Background: an optimization exercise with open tools, aiming at small area, a short achievable clock period and few clock cycles. Do not read the settings as production practice. In this exercise RTL edits were held to simulation tests only and were not proved equivalent to the original. Power is estimated from default activity; no workload was simulated.

--- flow/config.mk ---
export PLATFORM = sky130hd
export DESIGN_NAME = dark_pixel_centroid
export DESIGN_NICKNAME = dark_pixel_centroid
export VERILOG_FILES = /design/flow/design.v
export SDC_FILE = /design/flow/constraint.sdc
export NUM_CORES = 4
export LEC_CHECK = 0
export CAP_MARGIN = 20
export CORE_MARGIN = 2
export CORE_UTILIZATION = 40
export SLEW_MARGIN = 20
--- flow/constraint.sdc ---
create_clock -name core_clock -period 5.0 [get_ports {clk}]
set_input_delay 1.0000 -clock core_clock [delete_from_list [all_inputs] [get_ports {clk}]]
set_output_delay 1.0000 -clock core_clock [all_outputs]
set_load 0.01 [all_outputs]
--- flow/design.v ---
package dpc_pkg;
	localparam int MAX_DIM   = 256;
	localparam int COORD_W   = $clog2(MAX_DIM);
	localparam int COORD_MAX = MAX_DIM - 1;
	localparam int STEP_W    = $clog2(COORD_W + 1);
	localparam int PIX_W  = 8;
	localparam int DIM_W  = 9;
	localparam int CNT_W  = 17;
	localparam int SUM_W  = 24;
	localparam int OUT_W  = 9;
	localparam int CFG_IW = 3;
	localparam int CFG_DW = 17;
	localparam int QDEPTH = 2;
	typedef enum logic [CFG_IW-1:0] {
		REG_IMAGE_WIDTH    = 3'd0,
		REG_DARK_THRESHOLD = 3'd1,
		REG_WIN_X_START    = 3'd2,
		REG_WIN_X_END      = 3'd3,
		REG_WIN_Y_START    = 3'd4,
		REG_WIN_Y_END      = 3'd5,
		REG_MIN_COUNT      = 3'd6,
		REG_MAX_COUNT      = 3'd7
	} cfg_idx_t;
	typedef struct packed {
		logic [DIM_W-1:0] image_width;
		logic [PIX_W-1:0] dark_threshold;
		logic [DIM_W-1:0] win_x_start;
		logic [DIM_W-1:0] win_x_end;
		logic [DIM_W-1:0] win_y_start;
		logic [DIM_W-1:0] win_y_end;
		logic [CNT_W-1:0] min_count;
		logic [CNT_W-1:0] max_count;
	} cfg_t;
	typedef struct packed {
		logic [CNT_W-1:0] count;
		logic [SUM_W-1:0] sum_x;
		logic [SUM_W-1:0] sum_y;
	} frame_acc_t;
	typedef struct packed {
		logic full;
		logic empty;
	} q_status_t;
	typedef struct packed {
		logic               busy;
		logic [COORD_W-1:0] quotient;
	} div_status_t;
	typedef enum logic [1:0] {
		B_IDLE,
		B_RUN,
		B_DONE
	} back_state_t;
endpackage
import dpc_pkg::*;
module dpc_queue (
	input  logic       clk,
	input  logic       arst_n,
	input  logic       push,
	input  dpc_pkg::frame_acc_t push_data,
	input  logic       pop,
	output dpc_pkg::frame_acc_t pop_data,
	output dpc_pkg::q_status_t  qstat
);
	localparam int PTR_W = $clog2(QDEPTH);
	logic [CNT_W+2*SUM_W-1:0] mem_q [QDEPTH];
	logic [PTR_W-1:0]   wr_q, rd_q;
	logic [PTR_W:0]     fill_q;
	assign qstat.full  = fill_q == (PTR_W+1)'(QDEPTH);
	assign qstat.empty = fill_q == '0;
	assign pop_data    = mem_q[rd_q];
	always_ff @(posedge clk) begin
		if (push) mem_q[wr_q] <= push_data;
	end
	always_ff @(posedge clk or negedge arst_n) begin
		if (!arst_n) begin
			wr_q   <= '0;
			rd_q   <= '0;
			fill_q <= '0;
		end else begin
			if (push) wr_q <= wr_q + PTR_W'(1);
			if (pop)  rd_q <= rd_q + PTR_W'(1);
			if (push && !pop)      fill_q <= fill_q + (PTR_W+1)'(1);
			else if (pop && !push) fill_q <= fill_q - (PTR_W+1)'(1);
		end
	end
endmodule
import dpc_pkg::*;
module dpc_div (
	input  logic             clk,
	input  logic             arst_n,
	input  logic             start,
	input  logic [SUM_W-1:0] dividend,
	input  logic [CNT_W-1:0] divisor,
	output dpc_pkg::div_status_t      status
);
	logic [CNT_W-1:0]   rem_q, div_q;
	logic [COORD_W-1:0] bits_q, quo_q;
	logic [STEP_W-1:0]  steps_q;
	logic               sat_q;
	logic [CNT_W:0]     trial;
	logic               fits;
	assign trial = {rem_q, bits_q[COORD_W-1]};
	assign fits  = trial >= {1'b0, div_q};
	assign status.busy     = steps_q != '0;
	assign status.quotient = sat_q ? '1 : quo_q;
	always_ff @(posedge clk or negedge arst_n) begin
		if (!arst_n) begin
			steps_q <= '0;
		end else if (start) begin
			steps_q <= STEP_W'(COORD_W);
		end else if (steps_q != '0) begin
			steps_q <= steps_q - STEP_W'(1);
		end
	end
	always_ff @(posedge clk) begin
		if (start) begin
			sat_q  <= (SUM_W+1)'(dividend) >= {divisor, {COORD_W{1'b0}}};
			rem_q  <= CNT_W'(dividend[SUM_W-1:COORD_W]);
			bits_q <= dividend[COORD_W-1:0];
			div_q  <= divisor;
			quo_q  <= '0;
		end else if (steps_q != '0) begin
			bits_q <= {bits_q[COORD_W-2:0], 1'b0};
			if (fits) begin
				rem_q <= CNT_W'(trial - {1'b0, div_q});
				quo_q <= {quo_q[COORD_W-2:0], 1'b1};
			end else begin
				rem_q <= trial[CNT_W-1:0];
				quo_q <= {quo_q[COORD_W-2:0], 1'b0};
			end
		end
	end
endmodule
import dpc_pkg::*;
module dpc_front (
	input  logic             clk,
	input  logic             arst_n,
	input  dpc_pkg::cfg_t             cfg,
	input  logic             s_tvalid,
	output logic             s_tready,
	input  logic [PIX_W-1:0] s_tdata,    
	input  logic             s_tlast,    
	input  dpc_pkg::q_status_t        qstat,
	output logic             push,
	output dpc_pkg::frame_acc_t       push_data
);
	logic [COORD_W-1:0] col_q, row_q;
	logic [CNT_W-1:0]   cnt_q, cnt_nx;
	logic [SUM_W-1:0]   sx_q, sy_q, sx_nx, sy_nx;
	logic [DIM_W-1:0]   w_eff, col_inc;
	logic [SUM_W:0]     sx_add, sy_add;
	logic               in_win, accept, row_end;
	assign s_tready = !qstat.full;
	assign accept   = s_tvalid && s_tready;
	always_comb begin
		if (cfg.image_width == '0) begin
			w_eff = DIM_W'(1);
		end else if (cfg.image_width > DIM_W'(MAX_DIM)) begin
			w_eff = DIM_W'(MAX_DIM);
		end else begin
			w_eff = cfg.image_width;
		end
	end
	assign col_inc = DIM_W'(col_q) + DIM_W'(1);
	assign row_end = col_inc >= w_eff;
	assign in_win = (DIM_W'(col_q) >= cfg.win_x_start) && (DIM_W'(col_q) < cfg.win_x_end) &&
		(DIM_W'(row_q) >= cfg.win_y_start) && (DIM_W'(row_q) < cfg.win_y_end) &&
		(s_tdata < cfg.dark_threshold);
	assign sx_add = {1'b0, sx_q} + (SUM_W+1)'(col_q);
	assign sy_add = {1'b0, sy_q} + (SUM_W+1)'(row_q);
	always_comb begin
		cnt_nx = cnt_q;
		sx_nx  = sx_q;
		sy_nx  = sy_q;
		if (in_win) begin
			if (cnt_q != '1) cnt_nx = cnt_q + CNT_W'(1);
			sx_nx = sx_add[SUM_W] ? '1 : sx_add[SUM_W-1:0];
			sy_nx = sy_add[SUM_W] ? '1 : sy_add[SUM_W-1:0];
		end
	end
	assign push            = accept && s_tlast;
	assign push_data.count = cnt_nx;
	assign push_data.sum_x = sx_nx;
	assign push_data.sum_y = sy_nx;
	always_ff @(posedge clk or negedge arst_n) begin
		if (!arst_n) begin
			col_q <= '0;
			row_q <= '0;
			cnt_q <= '0;
			sx_q  <= '0;
			sy_q  <= '0;
		end else if (accept) begin
			if (s_tlast) begin
				col_q <= '0;
				row_q <= '0;
				cnt_q <= '0;
				sx_q  <= '0;
				sy_q  <= '0;
			end else begin
				cnt_q <= cnt_nx;
				sx_q  <= sx_nx;
				sy_q  <= sy_nx;
				if (row_end) begin
					col_q <= '0;
					if (row_q != COORD_W'(COORD_MAX)) row_q <= row_q + COORD_W'(1);
				end else begin
					col_q <= col_inc[COORD_W-1:0];
				end
			end
		end
	end
endmodule
import dpc_pkg::*;
module dpc_back (
	input  logic                       clk,
	input  logic                       arst_n,
	input  dpc_pkg::cfg_t                       cfg,
	input  dpc_pkg::q_status_t                  qstat,
	input  dpc_pkg::frame_acc_t                 pop_data,
	output logic                       pop,
	output logic                       m_tvalid,
	input  logic                       m_tready,
	output logic [2*OUT_W+CNT_W+4:0]   m_tdata,    
	output logic                       m_tuser     
);
	dpc_pkg::back_state_t      state_q, state_nx;
	dpc_pkg::div_status_t      dx, dy;
	logic [CNT_W-1:0] cnt_q;
	logic             found_q, found_nx, out_free, load;
	logic             m_tvalid_q;
	logic [2*OUT_W+CNT_W+4:0] tdata_q;
	logic             tuser_q;
	assign found_nx = (pop_data.count != '0) && (pop_data.count >= cfg.min_count) &&
		(pop_data.count <= cfg.max_count);
	assign out_free = !m_tvalid_q || m_tready;
	dpc_div u_div_x (
		.clk      (clk),
		.arst_n   (arst_n),
		.start    (pop && found_nx),
		.dividend (pop_data.sum_x),
		.divisor  (pop_data.count),
		.status   (dx)
	);
	dpc_div u_div_y (
		.clk      (clk),
		.arst_n   (arst_n),
		.start    (pop && found_nx),
		.dividend (pop_data.sum_y),
		.divisor  (pop_data.count),
		.status   (dy)
	);
	always_comb begin
		state_nx = state_q;
		case (state_q)
			B_IDLE: begin
				if (!qstat.empty) state_nx = found_nx ? B_RUN : B_DONE;
			end
			B_RUN: begin
				if (!dx.busy && !dy.busy) state_nx = B_DONE;
			end
			B_DONE: begin
				if (out_free) state_nx = B_IDLE;
			end
			default: state_nx = B_IDLE;
		endcase
	end
	always_comb begin
		pop  = 1'b0;
		load = 1'b0;
		case (state_q)
			B_IDLE:  pop  = !qstat.empty;
			B_DONE:  load = out_free;
			default: ;
		endcase
	end
	always_ff @(posedge clk or negedge arst_n) begin
		if (!arst_n) begin
			state_q    <= B_IDLE;
			m_tvalid_q <= 1'b0;
		end else begin
			state_q <= state_nx;
			if (load)          m_tvalid_q <= 1'b1;
			else if (m_tready) m_tvalid_q <= 1'b0;
		end
	end
	always_ff @(posedge clk) begin
		if (pop) begin
			cnt_q   <= pop_data.count;
			found_q <= found_nx;
		end
		if (load) begin
			tuser_q <= found_q;
			if (found_q) begin
				tdata_q <= {5'b0, cnt_q, (OUT_W)'(dy.quotient), (OUT_W)'(dx.quotient)};
			end else begin
				tdata_q <= {5'b0, {CNT_W{1'b0}}, {OUT_W{1'b1}}, {OUT_W{1'b1}}};
			end
		end
	end
	assign m_tvalid = m_tvalid_q;
	assign m_tdata  = tdata_q;
	assign m_tuser  = tuser_q;
endmodule
import dpc_pkg::*;
module dark_pixel_centroid (
	input  logic                      clk,
	input  logic                      arst_n,
	input  logic                      cfg_valid,
	output logic                      cfg_ready,
	input  logic [CFG_IW-1:0]         cfg_index,
	input  logic [CFG_DW-1:0]         cfg_data,
	input  logic                      s_tvalid,
	output logic                      s_tready,
	input  logic [PIX_W-1:0]          s_tdata,    
	input  logic                      s_tlast,    
	output logic                      m_tvalid,
	input  logic                      m_tready,
	output logic [2*OUT_W+CNT_W+4:0]  m_tdata,    
	output logic                      m_tuser     
);
	dpc_pkg::cfg_t       cfg_q;
	dpc_pkg::q_status_t  qstat;
	dpc_pkg::frame_acc_t push_data, pop_data;
	logic       push, pop;
	assign cfg_ready = 1'b1;
	always_ff @(posedge clk or negedge arst_n) begin
		if (!arst_n) begin
			cfg_q.image_width    <= DIM_W'(96);
			cfg_q.dark_threshold <= PIX_W'(85);
			cfg_q.win_x_start    <= DIM_W'(10);
			cfg_q.win_x_end      <= DIM_W'(86);
			cfg_q.win_y_start    <= DIM_W'(10);
			cfg_q.win_y_end      <= DIM_W'(86);
			cfg_q.min_count      <= CNT_W'(180);
			cfg_q.max_count      <= CNT_W'(3176);
		end else if (cfg_valid && cfg_ready) begin
			case (cfg_index)
				REG_IMAGE_WIDTH:    cfg_q.image_width    <= cfg_data[DIM_W-1:0];
				REG_DARK_THRESHOLD: cfg_q.dark_threshold <= cfg_data[PIX_W-1:0];
				REG_WIN_X_START:    cfg_q.win_x_start    <= cfg_data[DIM_W-1:0];
				REG_WIN_X_END:      cfg_q.win_x_end      <= cfg_data[DIM_W-1:0];
				REG_WIN_Y_START:    cfg_q.win_y_start    <= cfg_data[DIM_W-1:0];
				REG_WIN_Y_END:      cfg_q.win_y_end      <= cfg_data[DIM_W-1:0];
				REG_MIN_COUNT:      cfg_q.min_count      <= cfg_data[CNT_W-1:0];
				REG_MAX_COUNT:      cfg_q.max_count      <= cfg_data[CNT_W-1:0];
				default: ;
			endcase
		end
	end
	dpc_front u_front (
		.clk       (clk),
		.arst_n    (arst_n),
		.cfg       (cfg_q),
		.s_tvalid  (s_tvalid),
		.s_tready  (s_tready),
		.s_tdata   (s_tdata),
		.s_tlast   (s_tlast),
		.qstat     (qstat),
		.push      (push),
		.push_data (push_data)
	);
	dpc_queue u_queue (
		.clk       (clk),
		.arst_n    (arst_n),
		.push      (push),
		.push_data (push_data),
		.pop       (pop),
		.pop_data  (pop_data),
		.qstat     (qstat)
	);
	dpc_back u_back (
		.clk      (clk),
		.arst_n   (arst_n),
		.cfg      (cfg_q),
		.qstat    (qstat),
		.pop_data (pop_data),
		.pop      (pop),
		.m_tvalid (m_tvalid),
		.m_tready (m_tready),
		.m_tdata  (m_tdata),
		.m_tuser  (m_tuser)
	);
endmodule
--- flow/run.sh ---
#!/bin/bash
# synth_recipe.tcl (not shown) runs the flow's synth.tcl, then flattens the netlist and writes it again
# the make line also repeats each setting of config.mk as NAME=value (left out here)
make -C /OpenROAD-flow-scripts/flow DESIGN_CONFIG=/design/flow/config.mk WORK_HOME=/design/flow/orfs CLKGATE_MAP_FILE= SYNTH_SCRIPT=/design/flow/synth_recipe.tcl finish
==> summary.txt <==
==> final cells by class <==
cell class / instances / area, sq um
multi-input combinational: 1584 / 11280
tap: 790 / 988.4
fill: 5628 / 33300
inverter: 154 / 578.1
clock buffer: 62 / 1304
timing repair buffer: 129 / 1245
clock inverter: 28 / 299.0
sequential: 451 / 12480
==> synthesized netlist by cell type (all sizes together) (6+ instances only) <==
master / n / share of area, %
edfxtp: 250 / 30
nand2: 221 / 3.4
ha: 168 / 8.5
dfrtp: 156 / 16
inv: 152 / 2.3
a21oi: 130 / 2.6
mux2: 128 / 5.8
o21ai: 118 / 2.4
nor2: 106 / 1.6
clkbuf: 69 / 1.0
nand3: 49 / 0.99
mux2i: 47 / 1.9
a31oi: 46 / 1.2
nor3: 44 / 0.91
a21o: 39 / 1.2
buf: 38 / 0.77
and2: 37 / 0.94
xnor2: 37 / 1.3
a211oi: 28 / 0.85
and3: 28 / 0.71
o21a: 28 / 0.85
dfstp: 27 / 2.9
nand2b: 27 / 0.68
or3: 27 / 0.68
xor2: 26 / 0.92
nand4: 24 / 0.61
nor2b: 19 / 0.48
dfxtp: 18 / 1.5
o211ai: 17 / 0.52
nor4: 16 / 0.47
a311oi: 14 / 0.50
or4: 11 / 0.35
a22oi: 9 / 0.27
or2: 9 / 0.23
a211o: 8 / 0.28
nor3b: 8 / 0.24
o22ai: 7 / 0.18
o31ai: 7 / 0.21
a2bb2oi: 6 / 0.21
a31o: 6 / 0.21
==> per-layer routing <==
layer	GRT usage, %	part of all wire (%)	wire length [um]	up-vias
met3	2.266	3.8	2438	117
met2	32.88	47	29670	407
met4	7.709	3.3	2101	0
li1	-	-	-	8560
met1	27.43	46	29190	8749
met5	0	0	0	-
==> metrics by stage <==
stage                     hold slack (ps)  area (sq um)
final                               429.7         28180
after global routing                468.9         28180
after global placement              435.6         26560
after CTS                           446.8         28170
after floorplan                     427.5         24770
after detailed placement            442.7         26570
==> flip-flops by register name, indices dropped and copies added (netlist names), 4 cells and up <==
| signal | count |
|---|---|
| u_queue.mem_q | 130 |
| cfg_q | 87 |
| u_back.tdata_q | 34 |
| u_front.sx_q | 24 |
| u_front.sy_q | 24 |
| u_back.cnt_q | 17 |
| u_back.u_div_x.div_q | 17 |
| u_back.u_div_x.rem_q | 17 |
| u_back.u_div_y.rem_q | 17 |
| u_front.cnt_q | 17 |
| u_back.u_div_x.bits_q | 8 |
| u_back.u_div_x.quo_q | 8 |
| u_back.u_div_y.bits_q | 8 |
| u_back.u_div_y.quo_q | 8 |
| u_front.col_q | 8 |
| u_front.row_q | 8 |
| u_back.u_div_x.steps_q | 4 |
| u_back.u_div_y.steps_q | 4 |
==> final timing paths <==
kind / to / slack (ps) / cells past startpoint
setup / recovery: u_back.u_div_x.bits_q[4] / 810 / 15
hold / removal: u_back.u_div_y.steps_q[1] / 430 / 1
setup reg to reg: u_back.u_div_x.bits_q[4] / 810 / 15
hold reg to reg: u_back.u_div_x.quo_q[7] / 450 / 2
max in group asynchronous: u_front.sy_q[2] / 3420 / 2
min in group core_clock: u_back.u_div_x.quo_q[7] / 450 / 2
==> cell families (layout without fill, tap and decap cells) <==
logic type / after synthesis / after routing / share of synthesized area, %
and+or+nand+nor: 642 / 642 / 12.81
AOI/OAI and AO/OA: 526 / 526 / 13.79
DFF: 451 / 451 / 50.44
buffers and inverters: 261 / 373 / 4.156
muxes: 175 / 175 / 7.726
adders and majority gates: 172 / 172 / 8.818
xor gates and xnor gates: 63 / 63 / 2.230
other: 2 / 6 / 0.03035
==> power by group through the flow <==
stage / registers (mW) / clock network [mW] / logic [mW]
after floorplan: 5.66 / 0 / 4.62
after global placement: 5.78 / 0 / 6.27
after detailed placement: 5.82 / 0 / 6.45
after CTS: 5.75 / 3.72 / 6.50
after global routing: 5.85 / 3.86 / 7.23
final: 5.75 / 3.64 / 6.49
==> summary.txt <==
* Final clock period utilization by the worst path at 83.83%
* Hold Buf Count CTS at 0
* Setup TNS at 0 ps
* Beginning of the worst register-to-register path: u_queue.rd_q
* Post-Layout Cell Count at 3198
* Number of flops mapped to enable cells by yosys at 250
* Delay of the slowest critical-path stage at 660 ps
* Post-CTS Setup Repair Bufs at 0
* Power, Total at 15.87 mW
* Maximum number of pins on one net before global-route repair at 105
* Timing-limited maximum frequency at 238.6 MHz
* Number of failing hold endpoints at the final stage at 0
* Cell area after technology mapping at 24740 sq um
* Part of the power in combinational logic at 40.9%
* Ordered list of cells on the worst path: mux2i_1 > buf_4 > inv_1 > ha_1 > o21ai_0 > o21ai_0 > o2111ai_1 > a221oi_1 > o31ai_1 > or3_1 > inv_1 > nand2_1 > inv_2 > buf_12 > mux2_2
* Remaining antenna violation count after routing at 0
* Highest-count cells in the layout ignoring fill and taps: 250 x sky130_fd_sc_hd__edfxtp_1, 220 x sky130_fd_sc_hd__nand2_1, 168 x sky130_fd_sc_hd__ha_1
* Total number of H-tree levels at 2
* Number of port buffers at 71
* Clock tree from TritonCTS: yes
* Global-route wire length before repair at 100500 um
* Vertical die dimension at 252.7 um
* Power density cells at 563.1 nW/um^2
* Finish-stage setup viols at 0
* Worst-skew pair later-pin latency at 600 ps
* Leftover overflow at the end of global routing at 0
* Worst-Margin Slew at 1078 ps
* Part of the power in the clock network at 22.9%
* Part of the total power dissipated in sequential elements at 36.2%
* Io pins at 78
* Number of optimization iterations in the first detailed-route pass at 5
* Antenna violations before repair at 0
* Run status: complete, no violations
* Finished Core Util at 45.84%
* Number of clock sinks at 451
* Worst Path Required at 5330 ps
* Number of distinct library cells after synthesis at 85
* Family with the most delay on the worst path: compound AO/OA/AOI/OAI gates
* Clock root buffer: sky130_fd_sc_hd__clkbuf_16
* Kind of capture point of the worst setup path: register
* Clock transition at the registers of the reported paths at 60 ps
* Internal Pwr Total at 10.17 mW
* Chip width at 252.7 um
* Area overhead of the layout relative to synthesis at 13.89%
* Post-Syn Area per Cell at 10.80 sq um
* Most common library cell in the layout ignoring fill and taps: sky130_fd_sc_hd__edfxtp_1
* Setup repair after global routing missed its margin: no
* Number of CTS-inserted buffers at 48
* MaxCap Viol Count at 0
* Slew Viols, Final at 0
* P_sw at 5.699 mW
* DIE AREA at 63870 sq um
* DRC Markers at 0
* Routed via count divided by cell count at 5.576
* Post-place setup slack at 512.0 ps
* Diodes inserted at 0
* Routed vias at 17833
* Type of the most critical hold path: input port to asynchronous set/reset pin
* CP startpoint kind: register
* Critical path launch point: u_queue.rd_q
* Proportion of synthesized chip area in sequential cells at 50.44%
* Fraction of final layout cells sized beyond drive strength 1 at 13.25%
* Relative slew slack at 27.67%
* Worst path bufs/invs at 5
* Number of nets in the finished design at 2574
* Number of gates resized after cts at 0
* Final weighted congestion in routability-driven placement at 0.8932
* Fraction of synthesis flops using an asynchronous set or reset pin at 40.58%
* Arr. time, crit path at 4530 ps
* Worst Setup Slack, final at 808.5 ps
* Effective utilization at floorplan at 40.25%
* Rows at 91
* Overall routed net length at 63400 um
* Maximum fanout encountered on the critical timing path at 50
* Via count of the first global-routing pass at 18072
* Commonest register cell after synthesis: sky130_fd_sc_hd__edfxtp_1
* Setup CP Type: register to register
* Initial DRC Count at 1243
* Maximum buffer depth of the clock tree at 3
* Average wire length per cell after detail routing at 19.83 um
* Sw Ratio at 35.91%
* Area of the core at 61480 sq um
* Clock skew at 20.55 ps
* Placed wire-length estimate at 45540 um
* Post-synthesis register bit count at 451
* Global routing usage summed across all routing layers at 20.12%
* Post-synthesis cell count at 2292
* Yosys synthesis warning count at 5
* Post-layout min period at 4192 ps
* Number of placed instances with taps included at 3107
* Peak VDD IR at 297.6 uV
* Critical-path cell with the highest stage delay: sky130_fd_sc_hd__dfrtp_4
* Leak pwr at 11.69 nW
Testbench counts, summed over its fixed seeds: cycles 109,820.

static timing again, ports no longer ideal:
The results above use ideal ports. As a check the final layout listed here was re-extracted and re-timed, cells and wires unchanged. Step 1 assumes that a clkbuf_16 drives the clock port and a buf_2 every other input. Step 2, shift: input delay + t, output delay - t, t = (earliest + latest rising clock arrival at the registers) / 2. This alone moves slack from input paths to output paths. Slacks: ideal ports / drivers / drivers and shift; pairs: ideal ports / drivers.
t (ns): 0.651
setup slack, ns: 0.808 / 0.808 / 0.454
hold WS [ns]: 0.430 / 0.407 / 0.447
pins driven straight from the clock port: 1
After both steps this run still meets setup and hold. For this run, drivers alone change the setup slack by 0.000 ns; drivers and shift together by -0.354 ns.
